What follows belongs to an exercise in optimizing a design on an open flow for small area, a short achievable clock period and few clock cycles per item; a production flow would make more cautious choices. In this exercise RTL edits were held to simulation tests only and were not proved equivalent to the original. Power figures rest on the tool's default switching activity, not on a simulated workload.

Design nmpt_top, start of the top module:
module nmpt_top (
   input  logic        clock,
   input  logic        reset,
   input  logic        req_valid,
   output logic        req_stall,
   input  logic [2:0]  req_op,
   input  logic [2:0]  req_code,
   input  logic        req_frame_ok,
   input  logic [10:0] req_page,
   output logic        rsp_valid,
   input  logic        rsp_stall,
   output logic        rsp_handled,
   output logic        rsp_page_missing,
   output logic        rsp_any_missing,
   output logic [31:0] rsp_missing_reports,
   output logic        rsp_peer_ready,
   output logic        rsp_resend,
   output logic        rsp_timed_out,
   input  logic        csr_wr_en,
   input  logic [1:0]  csr_index,
   input  logic [15:0] csr_wr_data
);
export LEC_CHECK = 0
export CAP_MARGIN = 20
export CORE_MARGIN = 2
export CORE_UTILIZATION = 55
export CTS_CLUSTER_DIAMETER = 120
export CTS_CLUSTER_SIZE = 24
export SETUP_SLACK_MARGIN = 5.0
export SLEW_MARGIN = 20
create_clock -name core_clock -period 8.0 [get_ports {clock}]
run.sh (not shown) runs the stock make flow with config.mk's settings and CLKGATE_MAP_FILE= SYNTH_SCRIPT=/design/flow/synth_recipe.tcl, a recipe that flattens the netlist after the stock synthesis.
Testbench counts at the start, summed over its fixed seeds: cycles 16,352, items 16,320.
Change:
--- a/flow/design.v
+++ b/flow/design.v
@@ -55,29 +55,31 @@
 module nmpt_ram (
    input  logic        clock,
    input  logic [3:0]  row_set_lo,
    input  logic [7:0]  row_set_hi,
    input  logic [3:0]  row_clr_lo,
    input  logic [7:0]  row_clr_hi,
    input  logic [31:0] col_wr_n,     
-   input  logic [31:0] col_rd,       
+   input  logic [3:0]  col_rd_lo,
+   input  logic [7:0]  col_rd_hi,
    output logic [31:0] col_bits      
 );
-   logic [31:0] row_set_n, row_clr_n;
+   logic [31:0] col_hot, row_set_n, row_clr_n;
    for (genvar i = 0; i < 32; i++) begin : g_line
+      assign col_hot[i] = col_rd_lo[i % 4] && col_rd_hi[i / 4];
       assign row_set_n[i] = !(row_set_lo[i % 4] && row_set_hi[i / 4]);
       assign row_clr_n[i] = !(row_clr_lo[i % 4] && row_clr_hi[i / 4]);
    end
    for (genvar r = 0; r < 32; r++) begin : g_row
       logic [31:0] bits, kept;
       assign kept = ~(bits & ({32{row_clr_n[r]}} | col_wr_n));
       always_ff @(posedge clock) begin
          bits <= ~(kept & ({32{row_set_n[r]}} | col_wr_n));
       end
-      assign col_bits[r] = |(bits & col_rd);
+      assign col_bits[r] = |(bits & col_hot);
    end
 endmodule
 `timescale 1ns / 1ps
 import nmpt_pkg::*;
 module nak_missing_page_tracker #(
    parameter int MAX_PAGES = 1024
 ) (
@@ -97,16 +99,16 @@
    logic [WAIT_W-1:0]    wait_ticks_ff;
    logic [RETRY_W-1:0]   retry_limit_ff;
    logic [2:0]           owed_ff,   owed_in;
    logic                 stall_ff;
    logic                 b_valid, b_set, b_clr, b_clrall, b_qry;
    logic                 b_handled, b_ready, b_tick, b_arm;
    logic [4:0]           b_row;
-   logic [3:0]           b_row_lo;
-   logic [31:0]          b_col_rd;
+   logic [3:0]           b_col_lo, b_row_lo;
+   logic [7:0]           b_col_hi;
    logic [31:0]          b_col_wr_n;
    logic [3:0]           b_row_slo, b_row_clo;
    logic [7:0]           b_row_shi, b_row_chi;
    logic                 c_valid, c_set, c_clr, c_clrall, c_qry;
    logic                 c_handled, c_ready, c_tick, c_arm;
    logic [2:0]           c_row_hi;
    logic [7:0]           c_bits;     
@@ -160,30 +162,32 @@
       b_arm     <= accept && !reset && req_data.operation == 3'd4;
       b_row     <= entry[9:5];
       b_col_wr_n <= ~((32'b1 << entry[4:0]) | {32{wipe}});
       b_row_slo <= 4'b1 << entry[6:5];
       b_row_shi <= (8'b1 << entry[9:7]) & {8{set_w}};
       b_row_clo <= (4'b1 << entry[6:5]) | {4{wipe}};
       b_row_chi <= ((8'b1 << entry[9:7]) & {8{clr_w}}) | {8{wipe}};
-      b_col_rd  <= 32'b1 << entry[4:0];
+      b_col_lo  <= 4'b1 << entry[1:0];
+      b_col_hi  <= 8'b1 << entry[4:2];
       b_row_lo  <= 4'b1 << entry[6:5];
    end
    logic [31:0] col_bits;
    logic [7:0]  row_pick;
    for (genvar j = 0; j < 8; j++) begin : g_pick
       assign row_pick[j] = |(col_bits[4*j +: 4] & b_row_lo);
    end
    nmpt_ram u_bitmap (
       .clock    (clock),
       .row_set_lo (b_row_slo),
       .row_set_hi (b_row_shi),
       .row_clr_lo (b_row_clo),
       .row_clr_hi (b_row_chi),
       .col_wr_n   (b_col_wr_n),
-      .col_rd     (b_col_rd),
+      .col_rd_lo  (b_col_lo),
+      .col_rd_hi  (b_col_hi),
       .col_bits (col_bits)
    );
    always_ff @(posedge clock) begin
       c_valid   <= b_valid   && !reset;
       c_set     <= b_set     && !reset;
       c_clr     <= b_clr     && !reset;
       c_clrall  <= b_clrall  && !reset;
Power falls slightly.
Core utilization rises by 0.10 points.
Die area rises slightly.
Combinational power rises by well over a third.
Count of clock-buffer cells in the layout falls by 3.
Worst setup slack got worse by 51 ps.
Sequential share of layout area falls by 1.2 points.
Sequential power falls by a few percent.
Worst hold slack improved by 19 ps.
Routed wire length falls by a few percent.
Testbench counts after the change, summed over its fixed seeds: cycles 16,352, items 16,320.

[static timing again, ports no longer ideal]
In the flow no input, the clock included, has a driving cell. The finished layouts below were timed again as built, in two steps.
Step 1 assumes that a clkbuf_16 drives the clock port and a buf_2 every other input.
Step 2, shift: input delay + t, output delay - t, t = (earliest + latest rising clock arrival at the registers) / 2. This alone moves slack from input paths to output paths.
Three values: ideal ports, drivers, drivers and shift; two values: the first two.
run	shift t [ns]	setup WS [ns]	clock arrival spread, ns
the first run	0.758	5.020 / 4.964 / 4.312	0.042 / 0.041
the second run	0.755	4.969 / 4.946 / 4.395	0.034 / 0.034
After both steps every run listed still meets setup and hold. For the first run, which loses most, drivers alone change the setup slack by -0.056 ns; drivers and shift together by -0.708 ns.
